This is an optimization exercise on Yosys and OpenROAD, whose aim is small area, a short achievable clock period and few clock cycles, not a production implementation.
The RTL was checked by simulation tests, not by an equivalence proof against the original design.
No activity file was given, so power comes from the tool's default toggle rates.

Design rv_core, start of the top module:
module rv_core (
    input  logic             clk_in,
    input  logic             reset_in,
    output logic             wb_we,
    output logic             wb_stb,
    output logic             wb_cyc,
    output logic [32-1:0] wb_wdata,
    output logic [32-1:0] wb_addr,
    input  logic             wb_ack,
    input  logic [32-1:0] wb_rdata
);
Size: roughly 5200 cells after synthesis, ~1200 flip-flops, roughly 100 I/O pins, about 62000 um2 of cells after synthesis.
Settings: LEC_CHECK=0, ABC_CLOCK_PERIOD_IN_PS=5000, CAP_MARGIN=20, CORE_MARGIN=2, CORE_UTILIZATION=35, CTS_BUF_LIST=sky130_fd_sc_hd__clkbuf_16, CTS_CLUSTER_DIAMETER=100, CTS_CLUSTER_SIZE=20, PLACE_DENSITY=0.5, SLEW_MARGIN=20; clock period 10.0 ns.
standard.sh (not shown) runs the stock make flow with config.mk's settings and CLKGATE_MAP_FILE= SYNTH_SCRIPT=/design/flow/synth_recipe.tcl, a recipe that flattens the netlist after the stock synthesis.
==> flow/flow/run.sh <==
#!/bin/bash
# The standard layout (the standard.sh, unchanged synthesis), with the
# setup repair told to aim 6 ns below the 10 ns clock, so that it keeps
# sizing the critical paths past the point where the clock is just met.
set -o pipefail
export SETUP_SLACK_MARGIN=6
bash standard.sh > standard.log 2>&1
Testbench counts at the start, summed over its fixed seeds: cycles 14,862.
==> next run, changes <==
--- a/flow/design.v
+++ b/flow/design.v
@@ -177,21 +177,24 @@
     assign shr  = shx[31:0];
     always_comb begin
         for (int i = 0; i < 32; i++) begin
             shl[i] = shr[31-i];
         end
     end
-    assign result = ({32{x_r_add}}  & sum) |
-                    ({32{x_r_sll}}  & shl) |
-                    ({32{x_r_slt}}  & {31'd0, lt_s}) |
-                    ({32{x_r_sltu}} & {31'd0, lt_u}) |
-                    ({32{x_r_xor}}  & (x_rs1 ^ x_opb)) |
-                    ({32{x_r_sr}}   & shr) |
-                    ({32{x_r_or}}   & (x_rs1 | x_opb)) |
-                    ({32{x_r_and}}  & (x_rs1 & x_opb)) |
-                    ({32{x_r_link}} & {link, 2'b00});
+    logic ex_sel;
+    assign ex_sel = ~mem_q;
+    assign result = ({32{x_r_add  & ex_sel}} & sum) |
+                    ({32{x_r_sll  & ex_sel}} & shl) |
+                    ({32{x_r_slt  & ex_sel}} & {31'd0, lt_s}) |
+                    ({32{x_r_sltu & ex_sel}} & {31'd0, lt_u}) |
+                    ({32{x_r_xor  & ex_sel}} & (x_rs1 ^ x_opb)) |
+                    ({32{x_r_sr   & ex_sel}} & shr) |
+                    ({32{x_r_or   & ex_sel}} & (x_rs1 | x_opb)) |
+                    ({32{x_r_and  & ex_sel}} & (x_rs1 & x_opb)) |
+                    ({32{x_r_link & ex_sel}} & {link, 2'b00}) |
+                    ({32{mem_q}}             & wb_rdata);
     assign ex_go    = adv & ~mem_q & x_valid;
     assign redirect = x_jal | x_jalr | (x_branch & taken);
     logic [31:0] w;
     logic [6:0]  w_opc;
     logic [2:0]  w_f3;
     logic        w_op, w_opimm, w_lui, w_auipc, w_jal, w_jalr, w_branch, w_load, w_store;
@@ -247,29 +250,30 @@
     end
     assign fwd_ok = ex_go & x_wr;
     assign fwd1   = fwd_ok & (w_rs1 == x_rd);
     assign fwd2   = fwd_ok & (w_rs2 == x_rd);
     logic [31:0] w_a;
     logic [31:0] w_b;
-    assign w_a = w_upper ? (w_auipc ? {addr_q, 2'b00} : 32'd0) : (fwd1 ? result : rd1);
-    assign w_b = w_use_rs2 ? (fwd2 ? result : rd2) : w_imm;
+    assign w_a = (mem_q | (~w_upper & fwd1)) ? result :
+                 w_upper ? (w_auipc ? {addr_q, 2'b00} : 32'd0) : rd1;
+    assign w_b = (mem_q | (w_use_rs2 & fwd2)) ? result : w_use_rs2 ? rd2 : w_imm;
     logic        rf_we;
     logic [4:0]  rf_wa;
     logic [31:0] rf_wd;
     logic [31:1] rf_sel;
     assign rf_we = mem_q ? ld_q : (x_valid & x_wr);
     assign rf_wa = mem_q ? ld_rd_q : x_rd;
-    assign rf_wd = mem_q ? wb_rdata : result;
+    assign rf_wd = result;
     always_comb begin
         for (int r = 1; r < 32; r++) begin
             rf_sel[r] = rf_we & (rf_wa == 5'(r));
         end
     end
     always_ff @(posedge clk_in) begin
         for (int r = 1; r < 32; r++) begin
-            if (adv & rf_sel[r]) begin
+            if (rf_sel[r]) begin
                 regs[r] <= rf_wd;
             end
         end
     end
     logic accept;      
     assign accept = adv & ~mem_q;
@@ -309,14 +313,12 @@
             ld_rd_q <= x_rd;
         end
     end
     always_ff @(posedge clk_in) begin
         if (accept) begin
             x_pc      <= addr_q;
-            x_rs1     <= w_a;
-            x_opb     <= w_b;
             x_imm     <= w_imm[12:0];
             x_rd      <= w_rd;
             x_ld1     <= x_ld_wr & (w_rs1 == x_rd) & ~w_upper;
             x_ld2     <= x_ld_wr & (w_rs2 == x_rd) & w_use_rs2;
             x_opb_rs2 <= w_use_rs2;
             x_sub     <= w_branch | (w_alu & (w_f3[2:1] == 2'b01)) |
@@ -343,16 +345,17 @@
             x_jal     <= w_jal;
             x_use_sum <= w_jalr | w_load;
             x_mem     <= w_load | w_store;
             x_store   <= w_store;
             x_ld_wr   <= w_load & (w_rd != 5'd0);
             x_wr      <= (w_alu | w_lui | w_auipc | w_jal | w_jalr) & (w_rd != 5'd0);
-        end else if (adv & mem_q & ld_q) begin
-            if (x_ld1) begin
-                x_rs1 <= wb_rdata;
-            end
-            if (x_ld2) begin
-                x_opb <= wb_rdata;
-            end
+        end
+    end
+    always_ff @(posedge clk_in) begin
+        if (accept | (adv & mem_q & ld_q & x_ld1)) begin
+            x_rs1 <= w_a;
+        end
+        if (accept | (adv & mem_q & ld_q & x_ld2)) begin
+            x_opb <= w_b;
         end
     end
 endmodule
After rerunning: Wire length is lower by about 7%. First-iteration DRC count goes down by about 2.5%. Utilization is higher by 0.34 points. Register-to-register slack is worse by 0.18 ns. Clock power goes up by about 4%. Die area drops by 3.1%. Worst setup slack degrades by 0.18 ns. Hold slack barely changes. Cell area went down by about 2.7%. Total power falls by 0.99%. Via count went down by 4.5%.
Testbench counts after the change, summed over its fixed seeds: cycles 14,862.

## re-timing with driven ports
The flow's constraints put no driver on any port. The routed layouts listed below were extracted and timed again, unchanged, in two steps. Step 1 assumes that a clkbuf_16 drives the clock port and a buf_2 every other input. Step 2, shift: input delay + t, output delay - t, t = (earliest + latest rising clock arrival at the registers) / 2. This alone moves slack from input paths to output paths. Slacks: ideal / step 1 / step 2; pairs: ideal / step 1.
| run | t (ns) | setup slack, ns | worst slew at a driven data input, ns |
|---|---|---|---|
| the first run | 0.815 | 5.887 / 5.887 / 5.074 | 0.19 |
| the second run | 0.808 | 5.712 / 5.712 / 5.011 | 0.17 |
After both steps setup and hold are still met in every run listed. For the first run, which loses most, drivers alone change the setup slack by 0.000 ns; drivers and shift together by -0.813 ns.
